From an optimization exercise on the open Yosys and OpenROAD flow, aimed at small area and a short achievable clock period; shortcuts taken in it are not production practice. The RTL was checked by simulation tests, not by an equivalence proof against the original design.

$ cat flow/constraint.sdc
create_clock -name core_clock -period 4.5 [get_ports {CLK}]
set_input_delay 0.9000 -clock core_clock [delete_from_list [all_inputs] [get_ports {CLK}]]
set_output_delay 0.9000 -clock core_clock [all_outputs]
set_load 0.01 [all_outputs]
$ cat flow/design.v
package uart_pkg;
  localparam int unsigned PARITY_NONE = 0;
  localparam int unsigned PARITY_ODD  = 1;
  localparam int unsigned PARITY_EVEN = 2;
  typedef enum logic [2:0] {
    IDLE,
    START,
    DATA,
    PARITY,
    STOP
  } tx_state_t;
  function automatic integer calc_ticks(input integer clk_hz, input integer baud);
    calc_ticks = clk_hz / baud;
  endfunction
  function automatic logic cfg_legal(input integer data_bits, input integer parity_mode,
                                     input integer stop_bits, input integer fifo_depth,
                                     input integer ticks);
    cfg_legal = (data_bits >= 5) && (data_bits <= 9) &&
           (parity_mode <= PARITY_EVEN) &&
           ((stop_bits == 1) || (stop_bits == 2)) &&
           (fifo_depth >= 2) && ((fifo_depth & (fifo_depth - 1)) == 0) &&
           (ticks >= 2);
  endfunction
endpackage
module uart_sync_fifo #(
  parameter int unsigned WIDTH = 8,
  parameter int unsigned DEPTH = 256
) (
  input  logic                     clk,
  input  logic                     rst_n,
  input  logic                     wr_en,
  input  logic [WIDTH-1:0]         wr_data,
  input  logic                     rd_en,
  output logic [WIDTH-1:0]         rd_data,
  output logic                     full,
  output logic                     empty,
  output logic [$clog2(DEPTH):0]   level
);
  localparam int unsigned AW = $clog2(DEPTH);
  localparam int unsigned LW = AW + 1;
  logic [WIDTH-1:0] mem [DEPTH];
  logic [WIDTH-1:0] rd_data_q;
  logic [AW-1:0]    wr_ptr_q, wr_ptr_d;
  logic [AW-1:0]    rd_ptr_q, rd_ptr_d;
  logic [LW-1:0]    level_q, level_d;
  logic             do_wr, do_rd;
  assign full  = (level_q == LW'(DEPTH));
  assign empty = (level_q == '0);
  always_comb begin
    do_wr    = wr_en && !full;
    do_rd    = rd_en && !empty;
    wr_ptr_d = wr_ptr_q;
    rd_ptr_d = rd_ptr_q;
    level_d  = level_q;
    if (do_wr) wr_ptr_d = wr_ptr_q + AW'(1);
    if (do_rd) rd_ptr_d = rd_ptr_q + AW'(1);
    if (do_wr && !do_rd)      level_d = level_q + LW'(1);
    else if (!do_wr && do_rd) level_d = level_q - LW'(1);
  end
  always_ff @(posedge clk or negedge rst_n) begin
    if (!rst_n) begin
      wr_ptr_q <= '0;
      rd_ptr_q <= '0;
      level_q  <= '0;
    end else begin
      wr_ptr_q <= wr_ptr_d;
      rd_ptr_q <= rd_ptr_d;
      level_q  <= level_d;
    end
  end
  always_ff @(posedge clk) begin
    if (do_wr) mem[wr_ptr_q] <= wr_data;
    if (do_rd) rd_data_q     <= mem[rd_ptr_q];
  end
  assign rd_data = rd_data_q;
  assign level   = level_q;
endmodule
module uart_tx_cfg #(
  parameter int unsigned CLK_FREQ    = 50_000_000,
  parameter int unsigned BAUD_RATE   = 115200,
  parameter int unsigned DATA_BITS   = 8,
  parameter int unsigned PARITY_MODE = 0,
  parameter int unsigned STOP_BITS   = 1,
  parameter int unsigned FIFO_DEPTH  = 256
) (
  input  logic                          CLK,
  input  logic                          RST,
  input  logic                          i_valid,
  input  logic [DATA_BITS-1:0]          i_data,
  output logic                          o_ready,
  output logic                          o_tx,
  output logic                          o_busy,
  output logic [$clog2(FIFO_DEPTH):0]   o_level
);
  localparam int unsigned TICKS = uart_pkg::calc_ticks(CLK_FREQ, BAUD_RATE);
  localparam int unsigned TW    = (TICKS < 2) ? 1 : $clog2(TICKS);
  localparam int unsigned BW    = $clog2(DATA_BITS);
  if (!uart_pkg::cfg_legal(DATA_BITS, PARITY_MODE, STOP_BITS, FIFO_DEPTH, TICKS)) begin : g_cfg_err
    $error("uart_tx_cfg: illegal parameter combination");
  end
  uart_pkg::tx_state_t            state_q, state_d;
  logic [TW-1:0]        tick_q, tick_d;
  logic [BW-1:0]        bit_q, bit_d;
  logic [DATA_BITS-1:0] shift_q, shift_d;
  logic                 par_q, par_d;
  logic                 tx_q, tx_d;
  logic                 busy_q, busy_d;
  logic                 fifo_pop, fifo_full, fifo_empty;
  logic [DATA_BITS-1:0] fifo_rd_data;
  logic                 tick_end;
  logic                 brk;
  assign brk = 1'b0;
  uart_sync_fifo #(
    .WIDTH (DATA_BITS),
    .DEPTH (FIFO_DEPTH)
  ) u_fifo (
    .clk     (CLK),
    .rst_n   (RST),
    .wr_en   (i_valid),
    .wr_data (i_data),
    .rd_en   (fifo_pop),
    .rd_data (fifo_rd_data),
    .full    (fifo_full),
    .empty   (fifo_empty),
    .level   (o_level)
  );
  assign tick_end = (tick_q == TW'(TICKS - 1));
  always_comb begin
    state_d  = state_q;
    tick_d   = tick_q;
    bit_d    = bit_q;
    shift_d  = shift_q;
    par_d    = par_q;
    tx_d     = 1'b1;
    busy_d   = 1'b1;
    fifo_pop = 1'b0;
    if (state_q != uart_pkg::IDLE) tick_d = tick_end ? '0 : tick_q + TW'(1);
    unique case (state_q)
      uart_pkg::IDLE: begin
        busy_d = 1'b0;
        tx_d   = !brk;
        if (!fifo_empty && !brk) begin
          fifo_pop = 1'b1;
          state_d  = uart_pkg::START;
          tick_d   = '0;
        end
      end
      uart_pkg::START: begin
        tx_d = 1'b0;
        if (tick_end) begin
          state_d = uart_pkg::DATA;
          bit_d   = '0;
          shift_d = fifo_rd_data;
          par_d   = (PARITY_MODE == uart_pkg::PARITY_ODD) ? ~^fifo_rd_data : ^fifo_rd_data;
        end
      end
      uart_pkg::DATA: begin
        tx_d = shift_q[0];
        if (tick_end) begin
          shift_d = shift_q >> 1;
          if (bit_q == BW'(DATA_BITS - 1)) begin
            bit_d   = '0;
            state_d = (PARITY_MODE == uart_pkg::PARITY_NONE) ? uart_pkg::STOP : uart_pkg::PARITY;
          end else begin
            bit_d = bit_q + BW'(1);
          end
        end
      end
      uart_pkg::PARITY: begin
        tx_d = par_q;
        if (tick_end) state_d = uart_pkg::STOP;
      end
      uart_pkg::STOP: begin
        if (tick_end) begin
          if (bit_q == BW'(STOP_BITS - 1)) begin
            bit_d = '0;
            if (!fifo_empty && !brk) begin
              fifo_pop = 1'b1;
              state_d  = uart_pkg::START;
            end else begin
              state_d = uart_pkg::IDLE;
            end
          end else begin
            bit_d = bit_q + BW'(1);
          end
        end
      end
      default: state_d = uart_pkg::IDLE;
    endcase
  end
  always_ff @(posedge CLK or negedge RST) begin
    if (!RST) begin
      state_q <= uart_pkg::IDLE;
      tick_q  <= '0;
      bit_q   <= '0;
      shift_q <= '0;
      par_q   <= 1'b0;
      tx_q    <= 1'b1;
      busy_q  <= 1'b0;
    end else begin
      state_q <= state_d;
      tick_q  <= tick_d;
      bit_q   <= bit_d;
      shift_q <= shift_d;
      par_q   <= par_d;
      tx_q    <= tx_d;
      busy_q  <= busy_d;
    end
  end
  assign o_tx        = tx_q;
  assign o_busy      = busy_q;
  assign o_ready = !fifo_full;
endmodule
$ cat flow/config.mk
export PLATFORM = sky130hd
export DESIGN_NAME = uart_tx_cfg
export DESIGN_NICKNAME = uart_tx_cfg
export VERILOG_FILES = /design/flow/design.v
export SDC_FILE = /design/flow/constraint.sdc
export NUM_CORES = 4
export LEC_CHECK = 0
export CAP_MARGIN = 20
export CORE_MARGIN = 2
export CORE_UTILIZATION = 45
export SLEW_MARGIN = 20
$ cat flow/run.sh
#!/bin/bash
# synth_recipe.tcl (not shown) runs the flow's synth.tcl, then flattens the netlist and writes it again
# the make line also repeats each setting of config.mk as NAME=value (left out here)
make -C /OpenROAD-flow-scripts/flow DESIGN_CONFIG=/design/flow/config.mk WORK_HOME=/design/flow/orfs CLKGATE_MAP_FILE= SYNTH_SCRIPT=/design/flow/synth_recipe.tcl finish
==> results.txt <==
[layout make-up]
class,instances,area (um2)
Timing Repair Buffer,339,3040
Fill cell,14400,88800
Inverter,16,63.8
Tap cell,2385,2980
Multi-Input combinational cell,1703,18100
Clock buffer,285,5750
Sequential cell,2107,63000
Antenna cell,1,2.50
Clock inverter,107,861
[cell families (layout without fill, tap and decap cells)]
kind of cell / count (synthesis) / count (layout) / share of synthesized area (%)
mux: 639 / 639 / 14.6
xor+xnor: 30 / 30 / 0.318
other cells: 0 / 1 / 0
compound gates: 434 / 434 / 3.59
buf+inv: 258 / 747 / 1.78
fa+ha+maj: 19 / 19 / 0.297
flops: 2107 / 2107 / 76.3
simple gates: 581 / 581 / 3.05
[metal layers]
layer / track usage (%) / up-vias
met3: 4.39 / 422
met2: 37.6 / 2128
li1: - / 17500
met5: 0 / -
met1: 35.4 / 22900
met4: 8.59 / 0
[per-stage QoR]
step           utilization (%)  std cells  worst slack (ps)
2_1_floorplan                -       4068               743
3_3_place_gp              47.8       6550               482
3_5_place_dp              47.8       6550               679
4_1_cts                   51.4       6942               635
5_1_grt                   51.4       6942               275
6_report                  51.4       6943               672
[power by group]
group / internal, mW / switching (mW)
registers: 21.8 / 0.149
logic: 0.443 / 1.22
clock network: 9.52 / 7.36
[registers in the layout (all words and copies together) (netlist names), 3 cells and up]
name              count
u_fifo.rd_ptr_q       8
u_fifo.level_q        9
bit_q                 3
shift_q               8
u_fifo.mem         2048
u_fifo.wr_ptr_q       8
state_q               3
u_fifo.rd_data_q      8
tick_q                9
[worst paths after layout]
path	cells past startpoint	slack (ps)	to	from
setup / recovery	17	670	u_fifo.level_q[8]	tick_q[1]
hold / removal	1	140	u_fifo.level_q[4]	RST
setup reg to reg	17	670	u_fifo.level_q[8]	tick_q[1]
hold reg to reg	1	500	tick_q[8]	tick_q[8]
max in group asynchronous	2	3500	u_fifo.rd_ptr_q[2]	RST
min in group core_clock	1	500	tick_q[8]	tick_q[8]
[worst register-to-register path, cell delays in order (launching register included)]
cell	delay, ps
dfrtp_1	410
inv_1	70
ha_1	140
nand4_1	60
or4_1	460
o21ai_0	170
and3_1	200
inv_1	50
ha_1	200
inv_1	260
ha_1	340
a21o_1	190
a21oi_1	220
o21bai_1	110
a2111oi_0	410
nor3_1	130
mux2i_1	190
xnor2_1	130
[layout by cell type, fill, tap and decap left out, types with 14 or more instances in the layout]
| master | instances |
|---|---|
| dfrtp_1 | 43 |
| mux2_2 | 16 |
| buf_12 | 33 |
| mux2i_1 | 170 |
| ha_1 | 18 |
| nand2_1 | 109 |
| buf_4 | 284 |
| a21oi_1 | 101 |
| clkbuf_16 | 217 |
| a211oi_1 | 31 |
| clkinv_2 | 39 |
| clkbuf_1 | 62 |
| clkbuf_8 | 14 |
| mux4_2 | 453 |
| o22ai_1 | 22 |
| nor2_1 | 304 |
| o21ai_0 | 52 |
| o221ai_1 | 15 |
| clkinv_1 | 42 |
| nand3_1 | 54 |
| a221oi_1 | 43 |
| edfxtp_1 | 2056 |
| xnor2_1 | 25 |
| a22oi_1 | 69 |
| nor3_1 | 17 |
| nor2b_1 | 14 |
| o21ai_1 | 16 |
==> results_dict.tcl <==
set metrics [dict create \
    status "complete, no violations" \
    grt_max_degree 114 \
    wl_met2_mm 106 \
    fin_crit_sh_pct 85.1 \
    crit_family "compound AO/OA/AOI/OAI gates" \
    cp_num_buf_inv 3 \
    cts_hold_buf 0 \
    synth_common_cells "2056 x edfxtp_1, 453 x mux4_2, 308 x nor2_1" \
    place_congestion 0.884 \
    grt_usage_pct 24.5 \
    min_path_type "in2async" \
    async_flop_share_pct 2.42 \
    design_area_um2 93900 \
    cts_buffers 211 \
    rows 157 \
    ctsResizeCount 0 \
    crit_path_start_kind "register" \
    hold_violations 0 \
    synth-edff-count 2056 \
    ys_warn_count 2 \
    port_buffers 22 \
    die_x_um 432 \
    htree_levels 4 \
    via_per_inst 6.18 \
    synthDistinctLibCells 76 \
    synth_fp_nets 4098 \
    rsz0062_at_grt "false" \
    overflow 0 \
    totalPowerFinal_mw 40.5 \
    yosysMostFrequentCell "edfxtp_1" \
    grt_first_pass_wirelength_mm 322 \
    drive_gt1_share_pct 24.6 \
    critPathMaxStageDelay_ps 460 \
    wl_per_cell_um 32.9 \
    cts_buffer_depth 3 \
    drcViolationCount 0 \
    place_area_um2 87300 \
    core_area_um2 183000 \
    syn_inst 4068 \
    clk_pin_slew_ps 60 \
    wl_met1_mm 94.4 \
    met3_length_mm 19.1 \
    clk_latency_ps 850 \
    worstPathCellList "inv_1, ha_1, nand4_1, or4_1, o21ai_0, and3_1, inv_1, ha_1, inv_1, ha_1, a21o_1, a21oi_1, o21bai_1, a2111oi_0, nor3_1, mux2i_1, xnor2_1" \
    antenna_found_initial 4 \
    cts_setup_buffers 0 \
    fp.dieH_um 432 \
    powerDensity_nw_per_um2 431 \
    cts_sinks 2107 \
    start_util_pct 45.2 \
    vias 42900 \
    ys_seq_area_share_pct 76.3 \
    first_pass_iters 5 \
    final.setup.tns_ps 0 \
    crit_path_max_fanout 9 \
    worstMarginPinSlew_ps 1230 \
    ys.flop_type "edfxtp_1" \
    syn_area_um2 82600 \
    clock_skew_ps 32.5 \
    cp_slowest_cell "or4_1" \
    cp-end-kind "register" \
    highest_layer "met4" \
    ant_nets 0 \
    finalMaxSlewViolations 0 \
    syn_to_final_growth_pct 13.7 \
    peakVddDrop_mv 0.320 \
    critical_path_class "reg2reg" \
    syn_avg_cell_area_um2 20.3 \
    grt_pass1_vias 42300 \
    p_leak_nw 30.3 \
    cts-root-buf "clkbuf_16" \
    synth_top_area_share_pct 74.8 \
    cts_tree "done" \
    synth_top_area_cell "edfxtp_1" \
    dp_hpwl_mm 143 \
    fmax_mhz 261 \
    num-nets-final 4408 \
    wl_mm 228 \
    ios 23 \
    worstPathArrival_ps 4590 \
    layout_min_cycle_time_ps 3830 \
    worstPathRequired_ps 5260 \
    synth_seq_cells 2107 \
    dieArea_um2 187000 \
    relSlewSlack_pct 18.0 \
    drtIter0Drc 5904 \
    cap_violations 0 \
    setup_viol 0 \
    whs_ps 140 \
    synth_area_leaders "edfxtp_1 75%, mux4_2 12%, mux2i_1 2.1%" \
]

## separate check: timing with driven ports
Ports are ideal in the flow. The routed layout listed here was re-timed in OpenROAD. Step 1: set_driving_cell puts a clkbuf_16 on CLK and a buf_2 on each other input, an assumption about the parent block. Step 2 moves the port delays by t, midway between the first and last clock arrival at a register: inputs arrive t later, outputs are due t later. That takes back most of the time a late clock gives input paths. Three values: ideal, step 1, step 2; two values: the first two.
shift t [ns]: 0.923
setup slack, ns: 0.672 / 0.672 / 0.669
worst setup path at the end: input to register
worst register clock-pin slew, ns: 0.07 / 0.07
worst slew at a driven data input, ns: 0.07
After both steps setup and hold are still met in this run. For this run, drivers alone change the setup slack by 0.000 ns; drivers and shift together by -0.003 ns.
